This is an optimization exercise on Yosys and OpenROAD, whose aim is small area, a short achievable clock period and few clock cycles per item, not a production implementation.
Function was checked by simulation only, so behaviour that the tests miss may differ from the original.
Power and IR drop assume default switching activity.

==> design/flow/config.mk <==
export PLATFORM = sky130hd
export DESIGN_NAME = sliding_window_median_filter_top
export DESIGN_NICKNAME = sliding_window_median_filter_top
export VERILOG_FILES = /design/flow/design.v
export SDC_FILE = /design/flow/constraint.sdc
export NUM_CORES = 4
export LEC_CHECK = 0
export CAP_MARGIN = 20
export CORE_MARGIN = 2
export CORE_UTILIZATION = 40
export SETUP_SLACK_MARGIN = 2.0
export SLEW_MARGIN = 20
==> design/flow/run.sh <==
#!/bin/bash
# synth_recipe.tcl (not shown) runs the flow's synth.tcl, then flattens the netlist and writes it again
# the make line also repeats each setting of config.mk as NAME=value (left out here)
make -C /OpenROAD-flow-scripts/flow DESIGN_CONFIG=/design/flow/config.mk WORK_HOME=/design/flow/orfs CLKGATE_MAP_FILE= SYNTH_SCRIPT=/design/flow/synth_recipe.tcl finish
==> design/flow/constraint.sdc <==
create_clock -name core_clock -period 5.5 [get_ports {clk_i}]
set_input_delay 1.1000 -clock core_clock [delete_from_list [all_inputs] [get_ports {clk_i}]]
set_output_delay 1.1000 -clock core_clock [all_outputs]
set_load 0.01 [all_outputs]
==> design/flow/design.v <==
package smf_pkg;
  localparam int WINDOW       = 16;
  localparam int SAMPLE_WIDTH = 16;
  localparam int DATA_W       = 16;
  localparam int IDX_W        = (WINDOW > 1) ? $clog2(WINDOW) : 1;
  localparam int CNT_W        = $clog2(WINDOW + 1);
  typedef logic [SAMPLE_WIDTH-1:0] sample_t;
  typedef logic [IDX_W-1:0]        rank_t;
  function automatic logic gt16(input sample_t a, input sample_t b);
    logic [15:0] g1, l1;
    logic [7:0]  g2, l2;
    logic [3:0]  g3, l3;
    logic [1:0]  g4, l4;
    g1 = a & ~b;
    l1 = ~a & b;
    for (int k = 0; k < 8; k++) begin
      g2[k] = g1[2*k+1] | (~l1[2*k+1] & g1[2*k]);
      l2[k] = l1[2*k+1] | (~g1[2*k+1] & l1[2*k]);
    end
    for (int k = 0; k < 4; k++) begin
      g3[k] = g2[2*k+1] | (~l2[2*k+1] & g2[2*k]);
      l3[k] = l2[2*k+1] | (~g2[2*k+1] & l2[2*k]);
    end
    for (int k = 0; k < 2; k++) begin
      g4[k] = g3[2*k+1] | (~l3[2*k+1] & g3[2*k]);
      l4[k] = l3[2*k+1] | (~g3[2*k+1] & l3[2*k]);
    end
    gt16 = g4[1] | (~l4[1] & g4[0]);
  endfunction
  function automatic logic gt4(input rank_t a, input rank_t b);
    logic [3:0] g1, l1;
    g1 = a & ~b;
    l1 = ~a & b;
    gt4 = g1[3] | (~l1[3] & (g1[2] | (~l1[2] & (g1[1] | (~l1[1] & g1[0])))));
  endfunction
  function automatic rank_t inc4(input rank_t r);
    inc4 = {r[3] ^ (r[2] & r[1] & r[0]), r[2] ^ (r[1] & r[0]), r[1] ^ r[0], ~r[0]};
  endfunction
  function automatic rank_t dec4(input rank_t r);
    dec4 = {r[3] ^ ~(r[2] | r[1] | r[0]), r[2] ^ ~(r[1] | r[0]), r[1] ^ ~r[0], ~r[0]};
  endfunction
endpackage
module smf_cell #(
  parameter int POS = 0
) (
  input  logic             clk_i,
  input  logic             rst_ni,
  input  logic             en_i,       
  input  logic             odd_i,      
  input  smf_pkg::sample_t x_i,        
  input  smf_pkg::rank_t   r_old_i,    
  input  logic             valid_i,    
  input  smf_pkg::sample_t value_i,    
  input  smf_pkg::rank_t   rank_i,     
  output logic             valid_o,
  output smf_pkg::sample_t value_o,
  output smf_pkg::rank_t   rank_o,
  output smf_pkg::rank_t   rank_next_o,  
  output logic             le_o,         
  output logic [6:0]       tap_o         
);
  localparam logic           FILL_HI  = (POS % 2) == 0;
  localparam smf_pkg::rank_t RANK_RST = FILL_HI ? smf_pkg::rank_t'(8 + POS / 2)
                                                : smf_pkg::rank_t'(POS / 2);
  smf_pkg::sample_t value_q;
  smf_pkg::rank_t   rank_q, rank_c;
  logic             valid_q;
  logic             gt;
  assign rank_c = smf_pkg::gt4(rank_q, r_old_i) ? smf_pkg::dec4(rank_q) : rank_q;
  assign gt = valid_q ? smf_pkg::gt16(value_q, x_i) : (FILL_HI ^ odd_i);
  assign rank_next_o = gt ? smf_pkg::inc4(rank_c) : rank_c;
  assign le_o        = !gt;
  for (genvar k = 0; k < 7; k++) begin : g_tap
    assign tap_o[k] = le_o && (rank_c == smf_pkg::rank_t'(2 * k + 1));
  end
  always_ff @(posedge clk_i or negedge rst_ni) begin
    if (!rst_ni) begin
      valid_q <= 1'b0;
      rank_q  <= RANK_RST;
    end else if (en_i) begin
      valid_q <= valid_i;
      rank_q  <= rank_i;
    end
  end
  always_ff @(posedge clk_i) begin
    if (en_i) begin
      value_q <= value_i;
    end
  end
  assign valid_o = valid_q;
  assign value_o = value_q;
  assign rank_o  = rank_q;
endmodule
module smf_median (
  input  smf_pkg::sample_t [smf_pkg::WINDOW-1:0] values_i,
  input  smf_pkg::rank_t   [smf_pkg::WINDOW-1:0] ranks_i,
  input  logic                                   odd_i,
  output logic [smf_pkg::DATA_W-1:0]             median_o
);
  localparam smf_pkg::rank_t LO = smf_pkg::rank_t'(smf_pkg::WINDOW / 2 - 1);
  localparam smf_pkg::rank_t HI = smf_pkg::rank_t'(smf_pkg::WINDOW / 2);
  smf_pkg::sample_t               a, b;
  logic [smf_pkg::SAMPLE_WIDTH:0] sum;
  always_comb begin
    a = '0;
    b = '0;
    for (int j = 0; j < smf_pkg::WINDOW; j++) begin
      a |= {smf_pkg::SAMPLE_WIDTH{ranks_i[j] == LO}} & values_i[j];
      b |= {smf_pkg::SAMPLE_WIDTH{odd_i ? (ranks_i[j] == LO) : (ranks_i[j] == HI)}} & values_i[j];
    end
  end
  assign sum      = {1'b0, a} + {1'b0, b};
  assign median_o = sum[smf_pkg::SAMPLE_WIDTH:1];
endmodule
module sliding_window_median_filter_top (
  input  logic        clk_i,
  input  logic        rst_ni,
  input  logic        s_axis_tvalid,
  output logic        s_axis_tready,
  input  logic [15:0] s_axis_tdata,    
  output logic        m_axis_tvalid,
  input  logic        m_axis_tready,
  output logic [15:0] m_axis_tdata,    
  output logic        m_axis_tuser     
);
  localparam int W = smf_pkg::WINDOW;
  smf_pkg::sample_t [W-1:0]       c_value;
  smf_pkg::rank_t   [W-1:0]       c_rank, c_rank_next;
  logic             [W-1:0]       c_valid, c_le;
  logic             [6:0]         c_tap [W];
  logic             [6:0]         tap;
  smf_pkg::sample_t               x;
  smf_pkg::rank_t                 x_rank;
  logic                           full;
  logic                           accept, out_free, load;
  logic                           pend_q, m_valid_q, m_full_q, odd_q;
  logic [smf_pkg::DATA_W-1:0]     median, m_data_q;
  assign x    = s_axis_tdata;
  assign full = c_valid[W-1];
  assign out_free      = !m_valid_q || m_axis_tready;
  assign load          = pend_q && out_free;
  assign s_axis_tready = !pend_q || out_free;
  assign accept        = s_axis_tvalid && s_axis_tready;
  always_comb begin
    tap = '0;
    for (int j = 0; j < W - 1; j++) begin
      tap |= c_tap[j];
    end
  end
  assign x_rank[3] = tap[3];
  assign x_rank[2] = (tap[1] & ~tap[3]) | tap[5];
  assign x_rank[1] = (tap[0] & ~tap[1]) | (tap[2] & ~tap[3]) | (tap[4] & ~tap[5]) | tap[6];
  assign x_rank[0] = ^c_le[W-2:0];
  for (genvar i = 0; i < W; i++) begin : g_cell
    smf_cell #(.POS(i)) u_cell (
      .clk_i       (clk_i),
      .rst_ni      (rst_ni),
      .en_i        (accept),
      .odd_i       (odd_q),
      .x_i         (x),
      .r_old_i     (c_rank[W-1]),
      .valid_i     ((i == 0) ? 1'b1 : c_valid[(i == 0) ? 0 : i-1]),
      .value_i     ((i == 0) ? x : c_value[(i == 0) ? 0 : i-1]),
      .rank_i      ((i == 0) ? x_rank : c_rank_next[(i == 0) ? 0 : i-1]),
      .valid_o     (c_valid[i]),
      .value_o     (c_value[i]),
      .rank_o      (c_rank[i]),
      .rank_next_o (c_rank_next[i]),
      .le_o        (c_le[i]),
      .tap_o       (c_tap[i])
    );
  end
  smf_median u_median (
    .values_i (c_value),
    .ranks_i  (c_rank),
    .odd_i    (odd_q),
    .median_o (median)
  );
  always_ff @(posedge clk_i or negedge rst_ni) begin
    if (!rst_ni) begin
      pend_q    <= 1'b0;
      m_valid_q <= 1'b0;
      odd_q     <= 1'b0;
    end else begin
      if (accept) begin
        pend_q <= 1'b1;
      end else if (out_free) begin
        pend_q <= 1'b0;
      end
      if (load) begin
        m_valid_q <= 1'b1;
      end else if (m_axis_tready) begin
        m_valid_q <= 1'b0;
      end
      if (accept && !full) begin
        odd_q <= !odd_q;
      end
    end
  end
  always_ff @(posedge clk_i) begin
    if (load) begin
      m_data_q <= median;
      m_full_q <= full;
    end
  end
  assign m_axis_tvalid = m_valid_q;
  assign m_axis_tdata  = m_data_q;
  assign m_axis_tuser  = m_full_q;
endmodule
==> notes.md <==
- Setup Viol. Count Final: 0
- First-pass GRT wire length: about 150 mm
- Die area: 62830 um^2
- Max transition margin: 26.16%
- Worst-case clock buffer depth: 3
- Critical R2R Capture: m_data_q[14]
- Worst r2r src: odd_q
- Endpoint class of the critical path: flip-flop
- Worst Clk Skew: 28.80 ps
- # fillers: 5425
- Die Ht: roughly 250 um
- Layout cells sized above 1: 22.24%
- CP startpoint kind: flip-flop
- CP max FO: 5
- Total CTS buffers: 43
- Post-synth ARST share: 23.31%
- Core Box Area: around 60000 um^2
- IO buf count: 38
- Antenna Nets Post-Route: 0
- Overall die width: 250.7 um
- RSZ-0062 raised after global routing: true
- CTS tree: done
- Global placer's final weighted congestion: 1.031
- Pleak: 11.06 nW
- Root Driver: clkbuf_16
- Arr. time, crit path: ~4900 ps
- Yosys cell types: 99
- Hold Path Sink: m_full_q
- Commonest non-fill, non-tap cell in the layout: edfxtp_1
- # IOs: 39
- Max-slew violation count: 0
- Area Overhead vs Synth: 23.59%
- Actual slew at the worst max-slew pin: 1093 ps
- Logic pwr share: 62.2%
- Final critical-path share of the clock period: 83.10%
- Final hold vios: 0
- Total wire length: 107.2 mm
- Initial antenna violation count: 3
- Syn_area_per_cell: 9.770 um^2
- DR vias/cell: around 6.7
- Worst hold margin: slightly below 500 ps
- DRT Pass-1 Iters: 10
- Clk sinks: between 300 and 400
- Row count: 90
- Power share of the clock group: around 16%
- DP HPWL: 73.72 mm
- Min-delay src: g_cell[15].u_cell.valid_q
- Vias: approximately 23000
- IR Drop Worst-Case VDD: 456.8 uV
- DRT iter0 DRCs: 3444
- Pwr dens: 659.8 nW/um^2
- Synthesized area: 24340 um^2
- Worst Path Required: 5830 ps
- Syn Inst Count: ~2500
- Number of flops mapped to enable cells by yosys: 273
- R2R setup slack: just over 900 ps
- Worst r2r path cells: 21
- Routed len/inst: roughly 31 um
- Worst Hold Class: reg -> reg
- Syn_nets: 2584
- Most used DFF post-synth: edfxtp_1
- Largest net degree at the start of global routing: about 130
- Total grt overflow: 0
- Final setup TNS: 0 ps
- Sequential fraction of the synthesis area: 42.39%
- Internal: 0.01090 W
- H-tree depth: 2
- Sw Pwr: 0.008949 W
- Drt drc: 0
- Part of the power in registers: 21.8%
- Switch share: 45.09%
- Hold Crit Depth: 0
- Vias in the first global route: 22530
- Most frequent cells in the layout: edfxtp_1 (273), nand2_1 (217), buf_4 (188), o21ai_0 (137), inv_1 (132)
- Min cycle time layout: about 4600 ps
- WS Path Type: reg -> reg
- Fmax achieved: 218.8 MHz
- Synth Register Bits: 356
- Synth warnings: 19
- Status: no timing/DRC/antenna violations
- ANT cells: 0
- Worst skew pair latency: 610 ps
- Starting Density: between 40% and 50%
- Clk slew on worst S/H paths: approximately 60 ps
- GRT Total Usage: 33.37%
- Max Cap Viol: 0
- Nets: 2771
worst max-delay path by stage:
| stage | from | end | cells after the start | slack, ps |
|---|---|---|---|---|
| finish | odd_q | m_data_q[14] | 21 | 930 |
| global placement | s_axis_tdata[7] | g_cell[0].u_cell.rank_q[2] | 17 | 10 |
| CTS | g_cell[2].u_cell.rank_q[0] | m_data_q[13] | 21 | 980 |
| detailed placement | s_axis_tdata[7] | g_cell[0].u_cell.rank_q[2] | 17 | 60 |
| floorplan | g_cell[2].u_cell.rank_q[3] | m_data_q[13] | 19 | 1470 |
| global route | g_cell[3].u_cell.rank_q[0] | m_data_q[13] | 21 | 770 |
sequential cells by signal, summed over array words and instances (netlist names):
register               flops
m_data_q                  16
g_cell.u_cell.rank_q      64
m_full_q                   1
pend_q                     1
g_cell.u_cell.valid_q     16
g_cell.u_cell.value_q    256
m_valid_q                  1
odd_q                      1
cell type report:
cell class | instances | area [um^2] | share of cell area [%]
Clock buffer | 49 | 1099 | 3.653
Clock inverter | 29 | 427.9 | 1.423
Inverter | 155 | 641.9 | 2.134
Multi-Input combinational cell | 1844 | 14060 | 46.75
Sequential cell | 356 | 10330 | 34.34
Tap cell | 782 | 978.4 | 3.253
Timing Repair Buffer | 275 | 2520 | 8.378
Timing Repair inverter | 3 | 21.27 | 0.07072
critical path, stage by stage (launching register included):
cell       delay [ps]
dfrtp_4           490
buf_12            160
buf_12            130
buf_6             120
a32o_2            260
buf_6             130
buf_12            120
buf_4             140
a22o_1            210
a221oi_2          180
nand4_1           220
ha_4              330
a21oi_2           130
nor2_1             60
a311oi_2          250
buf_4             200
o2111ai_4         140
a21o_1            250
a21o_4            240
a41oi_4           280
a21oi_2            90
xor2_1            160
timing repair:
action                     CTS  global route
gates cloned                 5             0
setup endpoints to repair   54            18
pin swaps                   89            75
setup buffers               76            40
gates resized for setup    250            94
hold buffers                 0             0
cell usage after synthesis (all sizes together), types with 26 or more instances:
library cell  count  area (um^2)
a21oi            88        455.4
a221oi           84        735.7
a22o             75        656.9
a22oi            99        748.2
buf              46        245.2
clkbuf           90        337.8
dfrtp            51         1276
dfstp            32        840.8
edfxtp          273         8198
ha               72        900.9
inv             149        559.3
maj3            148         1494
nand2           223        839.6
nand2b           93        581.8
nand3            48        240.2
nand4            54        337.8
nor2            113        424.2
nor2b            93        581.8
nor3             27        135.1
o211ai           26        195.2
o21ai           161        824.5
o22ai            31        200.2
xnor2            67        586.8
layer usage:
metal	track usage [%]	wire length, um	vias to the layer above
met5	0	25	-
met4	20.68	7951	4
met3	10.37	12910	483
met2	48.91	44900	1624
met1	42.86	41380	11340
li1	-	-	9942
power groups by stage:
stage	registers [W]	clock network [W]	logic, W
after CTS	0.00428	0.00321	0.0111
after detailed placement	0.00439	0	0.00968
after floorplan	0.00405	0	0.00671
after global placement	0.00437	0	0.00951
final	0.00432	0.00319	0.0123
after global routing	0.00437	0.00332	0.0132
stage by stage:
| step | setup slack (ps) | cell area, um^2 | cells | util (%) | total power, W |
|---|---|---|---|---|---|
| 6_report | 929.4 | 30080 | 3493 | 49.92 | 0.01985 |
| 3_3_place_gp | 13.23 | 26310 | 3294 | 43.67 | 0.01388 |
| 3_5_place_dp | 63.02 | 26310 | 3294 | 43.67 | 0.01408 |
| 2_1_floorplan | 1475 | 24750 | 2491 | - | 0.01076 |
| 5_1_grt | 767.0 | 30080 | 3493 | 49.92 | 0.02093 |
| 4_1_cts | 981.6 | 29330 | 3453 | 48.68 | 0.01861 |
logic make-up (layout without fill, tap and decap cells):
group / count (synthesis) / in the layout / share of synthesized area, %
AO/OA/AOI/OAI: 768 / 768 / 23.05
AND/OR/NAND/NOR: 753 / 753 / 16.04
flip-flops: 356 / 356 / 42.39
buffers and inverters: 291 / 511 / 4.787
adder cells (fa/ha/maj): 221 / 221 / 9.923
XOR/XNOR: 86 / 86 / 3.152
multiplexers: 16 / 16 / 0.6581
Testbench counts, summed over its fixed seeds: cycles 16,016, items 16,000.

-- port drivers added, routing unchanged --
In the flow no input, the clock included, has a driving cell. The finished layout below was timed again as built, in two steps.
Step 1 (the two cells are an assumption about what drives the block):
set clk [get_ports {clk_i}]
set_driving_cell -lib_cell sky130_fd_sc_hd__clkbuf_16 $clk
set_driving_cell -lib_cell sky130_fd_sc_hd__buf_2 [delete_from_list [all_inputs] $clk]
Step 2 adds t to the input delays and takes it off the output delays; t is the mean of the earliest and latest rising clock arrival at the registers after step 1. Input paths then give back, and output paths get back, about the clock's delay inside the block.
a / b / c = ideal ports / drivers / drivers and shift; a / b = the first two.
shift t [ns]: 0.657
setup WS [ns]: 0.929 / 0.929 / 0.825
worst register clock-pin slew, ns: 0.07 / 0.07
worst data-port slew with drivers (ns): 0.04
After both steps setup and hold are still met in this run. The setup slack of this run moves by 0.000 ns with the drivers and by -0.104 ns with both steps.
